Source: an optimization exercise on an open RTL-to-GDS flow (aim: small area). Production flows keep margins and buffers that such runs may drop. Where RTL was checked, it was by simulation tests only, not by an equivalence proof against the original. No activity file was given, so power comes from the tool's default toggle rates.

==> module pixel_compositor, before the edit <==
module pixel_compositor (
    input  logic        Clk,
    input  logic        Reset,
    input  logic        frame_start,
    input  logic        de,
    input  logic [9:0]  DrawX,
    input  logic [9:0]  DrawY,
    input  logic [9:0]  X,
    input  logic [9:0]  Y,
    input  logic [9:0]  size,
    input  logic [7:0]  x_vec,
    input  logic [7:0]  y_vec,
    input  logic        map_en,
    input  logic        wall_on,
    input  logic [11:0] wall_color,
    input  logic [11:0] memdata,
    output logic [3:0]  Red,
    output logic [3:0]  Green,
    output logic [3:0]  Blue,
    output logic        out_valid,
    output logic        dots_ready
);
    logic [9:0] x_lat, y_lat, s_lat;
    logic [7:0] xv_lat, yv_lat;
    logic       par_ok;
    logic [9:0] x_dot, y_dot;
    logic [7:0] xv_dot, yv_dot;
    logic       dot_ok;
    logic [3:0] cnt;
    logic       rdy;
    always_ff @(posedge Clk) begin
        if (frame_start) begin
            x_lat <= X; y_lat <= Y; s_lat <= size; xv_lat <= x_vec; yv_lat <= y_vec;
        end
        if (cnt == 4'd10 && !frame_start) begin
            x_dot <= x_lat; y_dot <= y_lat; xv_dot <= xv_lat; yv_dot <= yv_lat;
        end
    end
    always_ff @(posedge Clk) begin
        if (Reset) begin
            cnt <= '0; rdy <= 1'b0; par_ok <= 1'b0; dot_ok <= 1'b0;
        end else if (frame_start) begin
            cnt <= 4'd1; rdy <= 1'b0; par_ok <= 1'b1;
        end else if (cnt == 4'd10) begin
            cnt <= '0; rdy <= 1'b1; dot_ok <= 1'b1;
        end else if (cnt != 4'd0) begin
            cnt <= cnt + 4'd1;
        end
    end
    logic [8:0] hx, hy;
    logic       dot_hit;
    dot_axis u_dx (.d(DrawX[7:0]), .p(x_dot), .a(xv_dot), .hit(hx));
    dot_axis u_dy (.d(DrawY[7:0]), .p(y_dot), .a(yv_dot), .hit(hy));
        assign dot_hit = dot_ok ? |(hx & hy) : (DrawX[7:0] == 8'd0 && DrawY[7:0] == 8'd0);
    logic signed [10:0] ddx, ddy;
    logic               player_hit;
    sub4 u_sx (.d(DrawX[7:0]), .p(x_lat), .r(ddx));
    sub4 u_sy (.d(DrawY[7:0]), .p(y_lat), .r(ddy));
    logic disc_in;
    disc_le u_disc (.dx(ddx), .dy(ddy), .s(s_lat), .le(disc_in));
        assign player_hit = par_ok && disc_in;
    logic above, below, in_map;
    col_cmp u_col (.y(DrawY), .m(memdata[7:0]), .above(above), .below(below));
    assign in_map = map_en && (DrawX <= 10'd160) && (DrawY <= 10'd120);
    logic [11:0] rgb1, rgb2;
    logic        v1, v2;
    logic [11:0] col;
    always_comb begin
        if (in_map) begin
            if (dot_hit)         col = 12'hFFF;
            else if (player_hit) col = 12'hF70;
            else if (wall_on)    col = wall_color;
            else                 col = 12'h004;
        end else begin
            if (above)           col = 12'h337;
            else if (below)      col = 12'h733;
            else                 col = {3{memdata[11:8]}};
        end
    end
    always_ff @(posedge Clk) begin
        if (Reset) begin
            rgb1 <= '0; v1 <= 1'b0; rgb2 <= '0; v2 <= 1'b0;
        end else begin
            rgb1 <= de ? col : 12'h000;
            v1   <= de;
            rgb2 <= rgb1;
            v2   <= v1;
        end
    end
    assign {Red, Green, Blue} = rgb2;
    assign out_valid  = v2;
    assign dots_ready = rdy;
endmodule
==> module col_cmp, before the edit <==
module col_cmp (
    input  logic [9:0] y,
    input  logic [7:0] m,
    output logic       above,
    output logic       below
);
    logic [9:0] w;
    logic [9:4] cw;
    assign w[2:0] = y[3:1];
    assign w[3]   = ~y[4];
    assign cw[4]  = y[4];
    for (genvar i = 4; i <= 6; i++) begin : gw
        assign w[i]    = y[i+1] ^ cw[i];
        assign cw[i+1] = y[i+1] & cw[i];
    end
    assign w[7]  = ~(y[8] ^ cw[7]);
    assign cw[8] = y[8] | cw[7];
    assign w[8]  = ~(y[9] ^ cw[8]);
    assign cw[9] = y[9] | cw[8];
    assign w[9]  = ~cw[9];
    logic [7:1] ca;
    assign ca[1] = m[0] & w[0];
    for (genvar i = 1; i <= 6; i++) begin : ga
        assign ca[i+1] = (m[i] & w[i]) | (m[i] & ca[i]) | (w[i] & ca[i]);
    end
    assign above = w[9] & ~m[7] & ~ca[7];
    logic [10:1] cb;
    assign cb[1] = y[0];
    for (genvar i = 1; i <= 8; i++) begin : gb
        assign cb[i+1] = (w[i-1] & ~m[i-1]) | (w[i-1] & cb[i]) | (~m[i-1] & cb[i]);
    end
    assign cb[10] = w[8] | cb[9];
    assign below = ~w[9] & cb[10];
endmodule
==> flow/config.mk <==
export PLATFORM = sky130hd
export DESIGN_NAME = pixel_compositor
export DESIGN_NICKNAME = pixel_compositor
export VERILOG_FILES = /design/flow/design.v
export SDC_FILE = /design/flow/constraint.sdc
export NUM_CORES = 4
export LEC_CHECK = 0
export CAP_MARGIN = 20
export CORE_MARGIN = 2
export CORE_UTILIZATION = 40
export CTS_BUF_LIST = sky130_fd_sc_hd__clkbuf_8
export SLEW_MARGIN = 20
export SYNTH_HIERARCHICAL = 1
==> flow/constraint.sdc <==
create_clock -name core_clock -period 12.0 [get_ports {Clk}]
set_input_delay 2.4000 -clock core_clock [delete_from_list [all_inputs] [get_ports {Clk}]]
set_output_delay 2.4000 -clock core_clock [all_outputs]
set_load 0.01 [all_outputs]
standard.sh (not shown) runs the stock make flow with config.mk's settings and CLKGATE_MAP_FILE= SYNTH_SCRIPT=/design/flow/synth_recipe.tcl, a recipe that flattens the netlist after the stock synthesis.
==> flow/flow/run.sh <==
#!/bin/bash
set -e
export BUFFER_PORTS_ARGS="-buffer_cell sky130_fd_sc_hd__buf_1"
bash standard.sh > standard_flow.log 2>&1
The baseline finished clean.
Rerun with:
--- a/flow/design.v
+++ b/flow/design.v
@@ -61,5 +61,8 @@
         assign player_hit = par_ok && disc_in;
     logic above, below, in_map;
-    col_cmp u_col (.y(DrawY), .m(memdata[7:0]), .above(above), .below(below));
+    logic signed [9:0] col_w;
+    assign col_w = $signed({1'b0, DrawY[9:1]}) - 10'sd120;
+    assign above = col_w[9] && !memdata[7] && (memdata[6:0] <= ~col_w[6:0]);
+    assign below = !col_w[9] && ({1'b0, memdata[7:0], 1'b0} < {col_w[8:0], DrawY[0]});
     assign in_map = map_en && (DrawX <= 10'd160) && (DrawY <= 10'd120);
     logic [11:0] rgb1, rgb2;
@@ -746,36 +749,2 @@
     assign r[10] = ~c[10];
 endmodule
-module col_cmp (
-    input  logic [9:0] y,
-    input  logic [7:0] m,
-    output logic       above,
-    output logic       below
-);
-    logic [9:0] w;
-    logic [9:4] cw;
-    assign w[2:0] = y[3:1];
-    assign w[3]   = ~y[4];
-    assign cw[4]  = y[4];
-    for (genvar i = 4; i <= 6; i++) begin : gw
-        assign w[i]    = y[i+1] ^ cw[i];
-        assign cw[i+1] = y[i+1] & cw[i];
-    end
-    assign w[7]  = ~(y[8] ^ cw[7]);
-    assign cw[8] = y[8] | cw[7];
-    assign w[8]  = ~(y[9] ^ cw[8]);
-    assign cw[9] = y[9] | cw[8];
-    assign w[9]  = ~cw[9];
-    logic [7:1] ca;
-    assign ca[1] = m[0] & w[0];
-    for (genvar i = 1; i <= 6; i++) begin : ga
-        assign ca[i+1] = (m[i] & w[i]) | (m[i] & ca[i]) | (w[i] & ca[i]);
-    end
-    assign above = w[9] & ~m[7] & ~ca[7];
-    logic [10:1] cb;
-    assign cb[1] = y[0];
-    for (genvar i = 1; i <= 8; i++) begin : gb
-        assign cb[i+1] = (w[i-1] & ~m[i-1]) | (w[i-1] & cb[i]) | (~m[i-1] & cb[i]);
-    end
-    assign cb[10] = w[8] | cb[9];
-    assign below = ~w[9] & cb[10];
-endmodule
The new run finished clean.
Area after synthesis climbs by 1.0%.
Final area went up by 1.0%.
Register-to-register slack gains 0.06 ns.
Count of clock-buffer cells in the layout increases by 1.
Utilization rises by 0.23 points.
Sequential cell count does not change.
Power fell by 0.79%.
Non-clock buffer count stays the same.
Hold slack got worse by 0.0047 ns.
Wire length decreases by 0.72%.
Sequential share of layout area is lower by 0.21 points.
Only the layout flow was run in the second run of this note; the RTL was not checked for function there.

-- what the ideal ports hide --
No port has a modelled driver above. Below, the same layouts with a new extraction and two added sets of constraints. Step 1, drivers: a clkbuf_16 drives Clk and a buf_2 each remaining input, both assumed. Step 2 moves the port delays by t, midway between the first and last clock arrival at a register: inputs arrive t later, outputs are due t later. That takes back most of the time a late clock gives input paths. Three values: ideal, step 1, step 2; two values: the first two.
run	t, ns	setup slack, ns	worst slew at a driven data input, ns
the first run	0.504	1.015 / 1.029 / 0.526	0.06
the second run	0.506	0.999 / 1.015 / 0.510	0.07
After both steps setup and hold are still met in every run listed.
